Context: an optimization exercise on an open-source flow, tuned for small area, a short achievable clock period and few clock cycles per item. The choices shown serve that exercise and are no tape-out recipe. Function was checked by simulation only, so behaviour that the tests miss may differ from the original. No activity file was given, so power comes from the tool's default toggle rates.

`flow/design.v`:
```
package ia_pkg;
    localparam int tile_size         = 8;    
    localparam int tile_log2         = 3;    
    localparam int data_width        = 16;   
    localparam int bus_width         = 32;                           
    localparam int bytes_per_beat    = 4;
    localparam int beats_per_row_max = tile_size / bytes_per_beat;   
    localparam int reg_width         = 16;   
    localparam int len_width         = 3;    
    typedef enum logic [1:0] {
        IDLE = 2'b00,
        INIT = 2'b11,   
        LOAD = 2'b01,
        SEND = 2'b10
    } loader_state_e;
    typedef enum logic {
        WRITE = 1'b0,
        READ  = 1'b1
    } icb_op_e;
endpackage
module tile_sequencer (
    input  logic                                      clk,
    input  logic                                      rst_n,
    input  logic                                      init_cfg,
    input  logic [ia_pkg::reg_width-1:0]              k,
    input  logic [ia_pkg::reg_width-1:0]              n,
    input  logic [ia_pkg::reg_width-1:0]              m,
    input  logic [ia_pkg::reg_width-1:0]              lhs_base,
    input  logic [ia_pkg::reg_width-1:0]              lhs_row_stride_b,
    input  logic signed [ia_pkg::reg_width-1:0]       lhs_zp,
    input  logic                                      tile_full,
    input  logic                                      send_done,
    output ia_pkg::loader_state_e                     state,
    output logic [ia_pkg::reg_width-1:0]              tile_addr,
    output logic [ia_pkg::reg_width-1:0]              stride,
    output logic signed [ia_pkg::reg_width-1:0]       zp,
    output logic [ia_pkg::tile_log2:0]                tile_rows,
    output logic [$clog2(ia_pkg::beats_per_row_max):0] tile_beats,
    output logic                                      first_col_tile,
    output logic                                      last_col_tile
);
    logic [ia_pkg::reg_width-1:0] cfg_k, cfg_n, cfg_m, cfg_base;
    logic [ia_pkg::reg_width-1:0] col_tiles;    
    logic [ia_pkg::reg_width-1:0] row_tiles;    
    logic [ia_pkg::reg_width-1:0] loops;        
    logic [ia_pkg::tile_log2:0]   last_rows;    
    logic [$clog2(ia_pkg::beats_per_row_max):0] last_beats;
    logic [ia_pkg::reg_width-1:0] col_idx, loop_cnt, row_idx;
    logic [ia_pkg::reg_width-1:0] row_base;     
    logic [ia_pkg::tile_log2:0]   n_rem;        
    wire last_col  = (col_idx == col_tiles - 1'b1);
    wire last_loop = (loop_cnt == loops - 1'b1);
    wire last_row  = (row_idx == row_tiles - 1'b1);
    wire [ia_pkg::reg_width-1:0] row_step = stride << ia_pkg::tile_log2;
    assign n_rem = (cfg_n[ia_pkg::tile_log2-1:0] == '0) ?
                   (ia_pkg::tile_log2+1)'(ia_pkg::tile_size) :
                   {1'b0, cfg_n[ia_pkg::tile_log2-1:0]};
    always_ff @(posedge clk) begin
        if (state == ia_pkg::IDLE && init_cfg) begin
            cfg_k    <= k;
            cfg_n    <= n;
            cfg_m    <= m;
            cfg_base <= lhs_base;
            stride   <= lhs_row_stride_b;
            zp       <= lhs_zp;
        end
        if (state == ia_pkg::INIT) begin
            col_tiles  <= (cfg_n + ia_pkg::reg_width'(ia_pkg::tile_size - 1)) >> ia_pkg::tile_log2;
            row_tiles  <= (cfg_k + ia_pkg::reg_width'(ia_pkg::tile_size - 1)) >> ia_pkg::tile_log2;
            loops      <= (cfg_m + ia_pkg::reg_width'(ia_pkg::tile_size - 1)) >> ia_pkg::tile_log2;
            last_rows  <= (cfg_k[ia_pkg::tile_log2-1:0] == '0) ?
                          (ia_pkg::tile_log2+1)'(ia_pkg::tile_size) :
                          {1'b0, cfg_k[ia_pkg::tile_log2-1:0]};
            last_beats <= 2'((n_rem + 4'(ia_pkg::bytes_per_beat - 1))
                          >> $clog2(ia_pkg::bytes_per_beat));
        end
    end
    always_ff @(posedge clk or negedge rst_n) begin
        if (!rst_n) begin
            state     <= ia_pkg::IDLE;
            col_idx   <= '0;
            loop_cnt  <= '0;
            row_idx   <= '0;
            row_base  <= '0;
            tile_addr <= '0;
        end else begin
            case (state)
                ia_pkg::IDLE: if (init_cfg) state <= ia_pkg::INIT;
                ia_pkg::INIT: begin
                    state     <= ia_pkg::LOAD;
                    col_idx   <= '0;
                    loop_cnt  <= '0;
                    row_idx   <= '0;
                    row_base  <= cfg_base;
                    tile_addr <= cfg_base;
                end
                ia_pkg::LOAD: if (tile_full) state <= ia_pkg::SEND;
                ia_pkg::SEND: begin
                    if (send_done) begin
                        state <= (last_col && last_loop && last_row) ? ia_pkg::IDLE
                                                                      : ia_pkg::LOAD;
                        if (!last_col) begin
                            col_idx   <= col_idx + 1'b1;
                            tile_addr <= tile_addr + ia_pkg::reg_width'(ia_pkg::tile_size);
                        end else if (!last_loop) begin   
                            col_idx   <= '0;
                            loop_cnt  <= loop_cnt + 1'b1;
                            tile_addr <= row_base;
                        end else begin                   
                            col_idx   <= '0;
                            loop_cnt  <= '0;
                            row_idx   <= row_idx + 1'b1;
                            row_base  <= row_base + row_step;
                            tile_addr <= row_base + row_step;
                        end
                    end
                end
                default: state <= ia_pkg::IDLE;
            endcase
        end
    end
    assign tile_rows      = last_row ? last_rows : (ia_pkg::tile_log2+1)'(ia_pkg::tile_size);
    assign tile_beats     = last_col ? last_beats : 2'(ia_pkg::beats_per_row_max);
    assign first_col_tile = (col_idx == '0);
    assign last_col_tile  = last_col;
endmodule
module icb_row_reader (
    input  logic                                      clk,
    input  logic                                      rst_n,
    input  ia_pkg::loader_state_e                     state,
    input  logic [ia_pkg::reg_width-1:0]              tile_addr,
    input  logic [ia_pkg::reg_width-1:0]              stride,
    input  logic [ia_pkg::tile_log2:0]                tile_rows,
    input  logic [$clog2(ia_pkg::beats_per_row_max):0] tile_beats,
    input  logic                                      icb_cmd_ready,
    output logic                                      icb_cmd_valid,
    output logic                                      icb_cmd_read,
    output logic [ia_pkg::reg_width-1:0]              icb_cmd_addr,
    output logic [ia_pkg::len_width-1:0]              icb_cmd_len
);
    logic [ia_pkg::tile_log2:0] issued;   
    wire more    = (issued < tile_rows);
    wire advance = !icb_cmd_valid || icb_cmd_ready;   
    always_ff @(posedge clk or negedge rst_n) begin
        if (!rst_n) begin
            icb_cmd_valid <= 1'b0;
            issued        <= '0;
        end else if (state != ia_pkg::LOAD) begin
            icb_cmd_valid <= 1'b0;   
            issued        <= '0;
        end else if (advance) begin
            icb_cmd_valid <= more;
            if (more) issued <= issued + 1'b1;
        end
    end
    always_ff @(posedge clk) begin
        if (state == ia_pkg::LOAD && advance && more)
            icb_cmd_addr <= (issued == '0) ? tile_addr : icb_cmd_addr + stride;
    end
    assign icb_cmd_len  = ia_pkg::len_width'(tile_beats - 1'b1);   
    assign icb_cmd_read = ia_pkg::READ;
endmodule
module tile_buffer (
    input  logic                                      clk,
    input  logic                                      rst_n,
    input  ia_pkg::loader_state_e                     state,
    input  logic [ia_pkg::tile_log2:0]                tile_rows,
    input  logic [$clog2(ia_pkg::beats_per_row_max):0] tile_beats,
    input  logic signed [ia_pkg::reg_width-1:0]       zp,
    input  logic                                      icb_rsp_valid,
    input  logic [ia_pkg::bus_width-1:0]              icb_rsp_rdata,
    input  logic [ia_pkg::tile_log2-1:0]              rd_row,
    output logic                                      icb_rsp_ready,
    output logic                                      tile_full,
    output logic [ia_pkg::tile_size*ia_pkg::data_width-1:0] rd_data
);
    logic [ia_pkg::data_width-1:0] store [ia_pkg::tile_size][ia_pkg::tile_size];
    logic [$clog2(ia_pkg::beats_per_row_max)-1:0] beat_cnt;
    logic [ia_pkg::tile_log2-1:0]                 row_cnt;
    function automatic logic [ia_pkg::data_width-1:0] convert(
        input logic [7:0]                       b,
        input logic [ia_pkg::reg_width-1:0]     zp_in
    );
        logic signed [17:0] sum;
        sum = $signed({{10{b[7]}}, b}) + $signed({{2{zp_in[15]}}, zp_in});
        if (sum > 18'sd32767)
            convert = 16'h7fff;
        else if (sum < -18'sd32768)
            convert = 16'h8000;
        else
            convert = sum[15:0];
    endfunction
    assign icb_rsp_ready = (state == ia_pkg::LOAD);   
    wire rsp_hs    = icb_rsp_valid && icb_rsp_ready;
    wire last_beat = ({1'b0, beat_cnt} == tile_beats - 1'b1);
    wire last_row  = ({1'b0, row_cnt} == tile_rows - 1'b1);
    assign tile_full = rsp_hs && last_beat && last_row;   
    always_ff @(posedge clk or negedge rst_n) begin
        if (!rst_n) begin
            beat_cnt <= '0;
            row_cnt  <= '0;
        end else if (state != ia_pkg::LOAD) begin
            beat_cnt <= '0;
            row_cnt  <= '0;
        end else if (rsp_hs) begin
            beat_cnt <= last_beat ? '0 : beat_cnt + 1'b1;
            if (last_beat) row_cnt <= row_cnt + 1'b1;
        end
    end
    always_ff @(posedge clk) begin
        if (rsp_hs) begin
            for (int i = 0; i < ia_pkg::bytes_per_beat; i++) begin
                store[row_cnt][{beat_cnt, i[1:0]}] <= convert(icb_rsp_rdata[8*i +: 8], zp);
            end
        end
    end
    for (genvar c = 0; c < ia_pkg::tile_size; c++) begin : g_rd
        assign rd_data[c*ia_pkg::data_width +: ia_pkg::data_width] = store[rd_row][c];
    end
endmodule
module row_sender (
    input  logic                                      clk,
    input  logic                                      rst_n,
    input  ia_pkg::loader_state_e                     state,
    input  logic                                      tile_full,
    input  logic [ia_pkg::tile_log2:0]                tile_rows,
    input  logic                                      first_col_tile,
    input  logic                                      last_col_tile,
    input  logic                                      send_ia_trigger,
    input  logic [ia_pkg::tile_size*ia_pkg::data_width-1:0] rd_data,
    output logic [ia_pkg::tile_log2-1:0]              rd_row,
    output logic [ia_pkg::tile_size*ia_pkg::data_width-1:0] ia_out,
    output logic                                      ia_row_valid,
    output logic                                      ia_is_init_data,
    output logic                                      ia_calc_done,
    output logic                                      ia_sending_done,
    output logic                                      ia_data_valid,
    output logic                                      send_done
);
    logic busy;   
    wire start = (state == ia_pkg::SEND) && ia_data_valid && send_ia_trigger;
    wire fetch = start || busy;
    wire last  = ({1'b0, rd_row} == tile_rows - 1'b1);
    always_ff @(posedge clk or negedge rst_n) begin
        if (!rst_n) begin
            busy            <= 1'b0;
            rd_row          <= '0;
            ia_row_valid    <= 1'b0;
            ia_is_init_data <= 1'b0;
            ia_calc_done    <= 1'b0;
            ia_sending_done <= 1'b0;
            ia_data_valid   <= 1'b0;
        end else begin
            ia_row_valid    <= fetch;
            ia_is_init_data <= fetch && first_col_tile;
            ia_calc_done    <= fetch && last_col_tile;
            ia_sending_done <= fetch && last;   
            if (fetch) begin
                busy   <= !last;
                rd_row <= last ? '0 : rd_row + 1'b1;
            end
            if (tile_full)
                ia_data_valid <= 1'b1;   
            else if (start)
                ia_data_valid <= 1'b0;
        end
    end
    always_ff @(posedge clk) begin
        if (fetch) ia_out <= rd_data;
    end
    assign send_done = ia_sending_done;
endmodule
module ia_loader_top (
    input  logic                                          clk,
    input  logic                                          rst_n,
    input  logic                                          init_cfg,
    input  logic [ia_pkg::reg_width-1:0]                  k,
    input  logic [ia_pkg::reg_width-1:0]                  n,
    input  logic [ia_pkg::reg_width-1:0]                  m,
    input  logic [ia_pkg::reg_width-1:0]                  lhs_base,
    input  logic [ia_pkg::reg_width-1:0]                  lhs_row_stride_b,
    input  logic signed [ia_pkg::reg_width-1:0]           lhs_zp,
    input  logic                                          send_ia_trigger,
    output logic                                          icb_cmd_valid,
    input  logic                                          icb_cmd_ready,
    output logic                                          icb_cmd_read,
    output logic [ia_pkg::reg_width-1:0]                  icb_cmd_addr,
    output logic [ia_pkg::len_width-1:0]                  icb_cmd_len,
    input  logic                                          icb_rsp_valid,
    output logic                                          icb_rsp_ready,
    input  logic [ia_pkg::bus_width-1:0]                  icb_rsp_rdata,
    output logic [ia_pkg::tile_size*ia_pkg::data_width-1:0] ia_out,
    output logic                                          ia_row_valid,
    output logic                                          ia_is_init_data,
    output logic                                          ia_calc_done,
    output logic                                          ia_sending_done,
    output logic                                          ia_data_valid
);
    ia_pkg::loader_state_e                          state;
    logic [ia_pkg::reg_width-1:0]                   tile_addr;
    logic [ia_pkg::reg_width-1:0]                   stride;
    logic signed [ia_pkg::reg_width-1:0]            zp;
    logic [ia_pkg::tile_log2:0]                     tile_rows;    
    logic [$clog2(ia_pkg::beats_per_row_max):0]     tile_beats;   
    logic                                           first_col_tile;
    logic                                           last_col_tile;
    logic                                           tile_full;
    logic                                           send_done;
    logic [ia_pkg::tile_log2-1:0]                   rd_row;
    logic [ia_pkg::tile_size*ia_pkg::data_width-1:0] rd_data;
    tile_sequencer u_seq (
        .clk, .rst_n, .init_cfg, .k, .n, .m, .lhs_base, .lhs_row_stride_b, .lhs_zp,
        .tile_full, .send_done, .state, .tile_addr, .stride, .zp,
        .tile_rows, .tile_beats, .first_col_tile, .last_col_tile
    );
    icb_row_reader u_rdr (
        .clk, .rst_n, .state, .tile_addr, .stride, .tile_rows, .tile_beats,
        .icb_cmd_ready, .icb_cmd_valid, .icb_cmd_read, .icb_cmd_addr, .icb_cmd_len
    );
    tile_buffer u_buf (
        .clk, .rst_n, .state, .tile_rows, .tile_beats, .zp,
        .icb_rsp_valid, .icb_rsp_rdata, .rd_row,
        .icb_rsp_ready, .tile_full, .rd_data
    );
    row_sender u_snd (
        .clk, .rst_n, .state, .tile_full, .tile_rows, .first_col_tile, .last_col_tile,
        .send_ia_trigger, .rd_data, .rd_row, .ia_out, .ia_row_valid,
        .ia_is_init_data, .ia_calc_done, .ia_sending_done, .ia_data_valid, .send_done
    );
endmodule
```
`flow/config.mk`:
```
export PLATFORM = sky130hd
export DESIGN_NAME = ia_loader_top
export DESIGN_NICKNAME = ia_loader_top
export VERILOG_FILES = /design/flow/design.v
export SDC_FILE = /design/flow/constraint.sdc
export NUM_CORES = 4
export LEC_CHECK = 0
export CAP_MARGIN = 20
export CORE_MARGIN = 2
export CORE_UTILIZATION = 40
export SLEW_MARGIN = 20
```
`flow/run.sh`:
```
#!/bin/bash
# synth_recipe.tcl (not shown) runs the flow's synth.tcl, then flattens the netlist and writes it again
# the make line also repeats each setting of config.mk as NAME=value (left out here)
make -C /OpenROAD-flow-scripts/flow DESIGN_CONFIG=/design/flow/config.mk WORK_HOME=/design/flow/orfs CLKGATE_MAP_FILE= SYNTH_SCRIPT=/design/flow/synth_recipe.tcl finish
```
`flow/constraint.sdc`:
```
create_clock -name core_clock -period 5.5 [get_ports {clk}]
set_input_delay 1.1000 -clock core_clock [delete_from_list [all_inputs] [get_ports {clk}]]
set_output_delay 1.1000 -clock core_clock [all_outputs]
set_load 0.01 [all_outputs]
```
==> notes.md <==
-- critical path, cell delays in order (launching register included) --
cell	delay, ps
edfxtp_1	390
inv_1	80
ha_2	220
or4b_4	500
or3_4	390
a2111oi_4	380
nand2_1	110
nor3_2	180
and3_4	270
nor2b_1	160
ha_1	160
clkdlybuf4s50_1	530
-- repair_timing --
item | in CTS | in global routing
endpoints found under the setup margin | 2 | 1
pin swaps | 2 | 2
buffers inserted | 2 | 0
gates cloned | 0 | 0
gates resized for setup | 5 | 3
-- sequential cells by signal (all words and copies together), names as in the netlist, 13 cells and up --
name	count
u_seq.loop_cnt	16
u_seq.stride	16
u_seq.row_base	16
u_seq.col_idx	16
u_seq.row_tiles	13
u_buf.store	1024
u_seq.zp	16
u_seq.row_idx	16
u_seq.cfg_n	16
u_seq.cfg_k	16
u_seq.tile_addr	16
u_seq.loops	13
u_rdr.icb_cmd_addr	16
u_seq.cfg_m	16
u_seq.cfg_base	16
u_snd.ia_out	128
u_seq.col_tiles	13
-- cells in the mapped netlist (6+ instances only) --
| library cell | number | share of area, % |
|---|---|---|
| a211o_1 | 9 | 0.13 |
| a211oi_1 | 25 | 0.32 |
| a21boi_0 | 7 | 0.088 |
| a21o_1 | 34 | 0.43 |
| a21oi_1 | 110 | 0.93 |
| a31o_2 | 9 | 0.13 |
| a31oi_1 | 24 | 0.25 |
| and2_1 | 9 | 0.095 |
| and3_1 | 39 | 0.41 |
| and4_1 | 8 | 0.12 |
| buf_1 | 32 | 0.20 |
| clkbuf_1 | 103 | 0.65 |
| dfrtp_1 | 100 | 4.2 |
| edfxtp_1 | 1309 | 66 |
| fa_1 | 6 | 0.20 |
| ha_1 | 108 | 2.3 |
| inv_1 | 63 | 0.40 |
| mux2_2 | 138 | 2.6 |
| mux2i_1 | 10 | 0.17 |
| mux4_2 | 256 | 9.7 |
| nand2_1 | 136 | 0.86 |
| nand2b_1 | 28 | 0.29 |
| nand3_1 | 80 | 0.67 |
| nand4_1 | 22 | 0.23 |
| nor2_1 | 145 | 0.92 |
| nor2b_1 | 29 | 0.31 |
| nor3_1 | 71 | 0.60 |
| nor3b_1 | 8 | 0.10 |
| nor4_1 | 21 | 0.22 |
| o2111ai_1 | 6 | 0.088 |
| o211ai_1 | 12 | 0.15 |
| o21a_1 | 15 | 0.19 |
| o21ai_0 | 101 | 0.85 |
| o22ai_1 | 8 | 0.084 |
| o31ai_1 | 32 | 0.40 |
| or2_2 | 10 | 0.11 |
| or3_1 | 30 | 0.32 |
| or4_1 | 24 | 0.30 |
| xnor2_1 | 87 | 1.3 |
| xor2_1 | 72 | 1.1 |
-- logic make-up (layout without fill, tap and decap cells) --
family	count (synthesis)	after routing	synth area share, %
flip-flops	1409	1409	70.3
AND/OR/NAND/NOR	684	684	5.91
AO/OA/AOI/OAI	457	457	5.07
multiplexers	404	404	12.5
buffers and inverters	204	737	1.30
XOR/XNOR	161	161	2.42
adder cells (fa/ha/maj)	116	116	2.51
other	1	3	0.00631
-- final timing paths --
check	slack, ps	endpoint	cells after the start	from
min in group core_clock	450	u_seq.last_rows[0]	0	u_seq.cfg_k[0]
max	280	icb_cmd_len[2]	11	u_seq.col_tiles[0]
min	390	u_snd.ia_is_init_data	1	rst_n
max reg2reg	820	u_rdr.icb_cmd_addr[1]	14	u_seq.row_tiles[0]
max in group asynchronous	3980	u_seq.tile_addr[2]	2	rst_n
min reg2reg	450	u_seq.last_rows[0]	0	u_seq.cfg_k[0]
-- per-layer routing --
metal  vias to the layer above  share of wire (%)  global-route usage (%)  wire length (µm)
met4                         2                2.4                    5.38              3500
li1                      14600                  -                       -                 -
met5                         -             0.0054                       0                 8
met2                       989                 48                    31.4             71300
met1                     17100                 44                    27.2             65400
met3                       215                5.9                    3.64              8740
-- cell type report --
| cell class | instances | share of cell area [%] |
|---|---|---|
| Clock buffer | 201 | 5.72 |
| Tap cell | 1930 | 3.43 |
| Multi-Input combinational cell | 1823 | 24.3 |
| Sequential cell | 1409 | 59.4 |
| Timing Repair Buffer | 398 | 5.64 |
| Antenna cell | 2 | 0.00711 |
| Clock inverter | 75 | 1.14 |
| Inverter | 63 | 0.343 |
-- power breakdown --
part | leakage, nW | internal [mW] | switching (mW) | total (mW)
logic | 7.54 | 1.57 | 2.47 | 4.04
registers | 13.1 | 13.1 | 0.493 | 13.6
clock network | 2.32 | 5.75 | 4.20 | 9.95
==> qor.yml <==
run_status:
  status: "complete, no violations"
clocking:
  cts_tree: "built"
  numCtsBuffers: 151
  worstSkewPairLatency_ps: 780
  clk_pin_slew_ps: 60
  cts.hold.buffers_added: 0
  htree_levels: 4
  cts_sinks: 1409
  clock_path_buffers: 3
  root_buffer: "clkbuf_16"
sta:
  rsz0062_at_grt: "false"
  setup_slack_ps: 280
  worst_pin_slew_ps: 1070
  max_freq_ghz: 0.192
  fin_setup_tns_ps: 0
  min_period_ps: 5220
  slew_viol_final: 0
  hold_viol: 0
  post-route-period-util_pct: 94.9
  finClkSkew_ps: 57.3
  hold-worst-slack_ps: 392
  max_slew_margin_pct: 28.1
  setup_viol: 0
cells_and_area:
  instances_no_fill: 5901
  multi_input_area_um2: 17100
  nets: 4094
  drive_gt1_share_pct: 19.7
  mostFrequentLayoutCells: "1,309 x edfxtp_1, 285 x clkdlybuf4s50_1, 256 x mux4_2"
  postLayoutCoreUtil_pct: 47.7
  num-fill-cells: 12400
  final_common_cell: "edfxtp_1"
  final_area_um2: 70400
  area_growth_pct: 18.4
  seqCellArea_um2: 41800
pwr:
  ir_drop_mv: 0.242
  powerDensity_nw_per_um2: 391
  power_mw: 27.6
  power.leakage_nw: 22.9
route:
  drc: 0
  via_per_inst: 5.58
  routed_wl_um: 149000
  first_iter_violations: 2681
  final_antenna_net_count: 0
  vias: 32900
  dr.pass1.iters: 7
  wire_per_inst_um: 25.2
synthesis:
  synth.ff_latch_count: 1409
  yosysWarnings: 4
  synth-edff-count: 1309
  yosysSeqAreaShare_pct: 70.3
  ys.flop_type: "edfxtp_1"
  yosysUniqueCellTypes: 84
  synthCells: 3436
  syn_area_um2: 59500
  syn_nets: 3684
  async_flop_share_pct: 7.10
  avgSynthCellArea_um2: 17.3
min_path:
  hp-class: "input port to asynchronous set/reset pin"
global_route:
  grt_usage_pct: 19.5
  grt_pass1_vias: 32600
  grt_pass1_wl_um: 217000
  grt_max_degree: 81
  antenna_found_initial: 4
  grt.overflow.total: 0
place:
  dpl_cell_area_um2: 65500
  place.gp.congestion: 0.859
  dp_cells: 5618
  io_buffers: 287
  hpwl_um: 90100
  place_ws_ps: 357
floorplan:
  initial_utilization_pct: 40.3
  ios: 289
  rows: 141
  die_y_um: 390
  design.core.area_um2: 148000
  die_area_um2: 152000
  die_w_um: 390
critical_path:
  worstPathArrival_ps: 4120
  critPathMaxFanout: 6
  timing.critical_path.to_type: "primary output"
  worst_setup_path_start_kind: "register"
  worstPathRequired_ps: 4400
  path_class: "register to primary output"
flow_run:
  cap_viol_max_count: 0
Testbench counts, summed over its fixed seeds: cycles 63,399, tiles 2,306.

[separate check: timing with driven ports]
How much do the figures lean on ideal ports? The routed layout below was timed once more, with nothing changed but the port constraints. Step 1 sets driving cells, clkbuf_16 on the clock port and buf_2 on the other inputs (assumed; they add their load-dependent delay and slew). Step 2 moves the port delays by t, midway between the first and last clock arrival at a register: inputs arrive t later, outputs are due t later. That takes back most of the time a late clock gives input paths. Three values: ideal ports, drivers, drivers and shift; two values: the first two.
t, ns: 0.822
setup WS [ns]: 0.280 / 0.210 / 0.330
worst setup path after step 2: input to register
latest minus earliest clock arrival (ns): 0.057 / 0.057
worst slew at a driven data input, ns: 0.12
After both steps setup and hold are still met in this run. For this run, drivers alone change the setup slack by -0.070 ns; drivers and shift together by +0.050 ns.
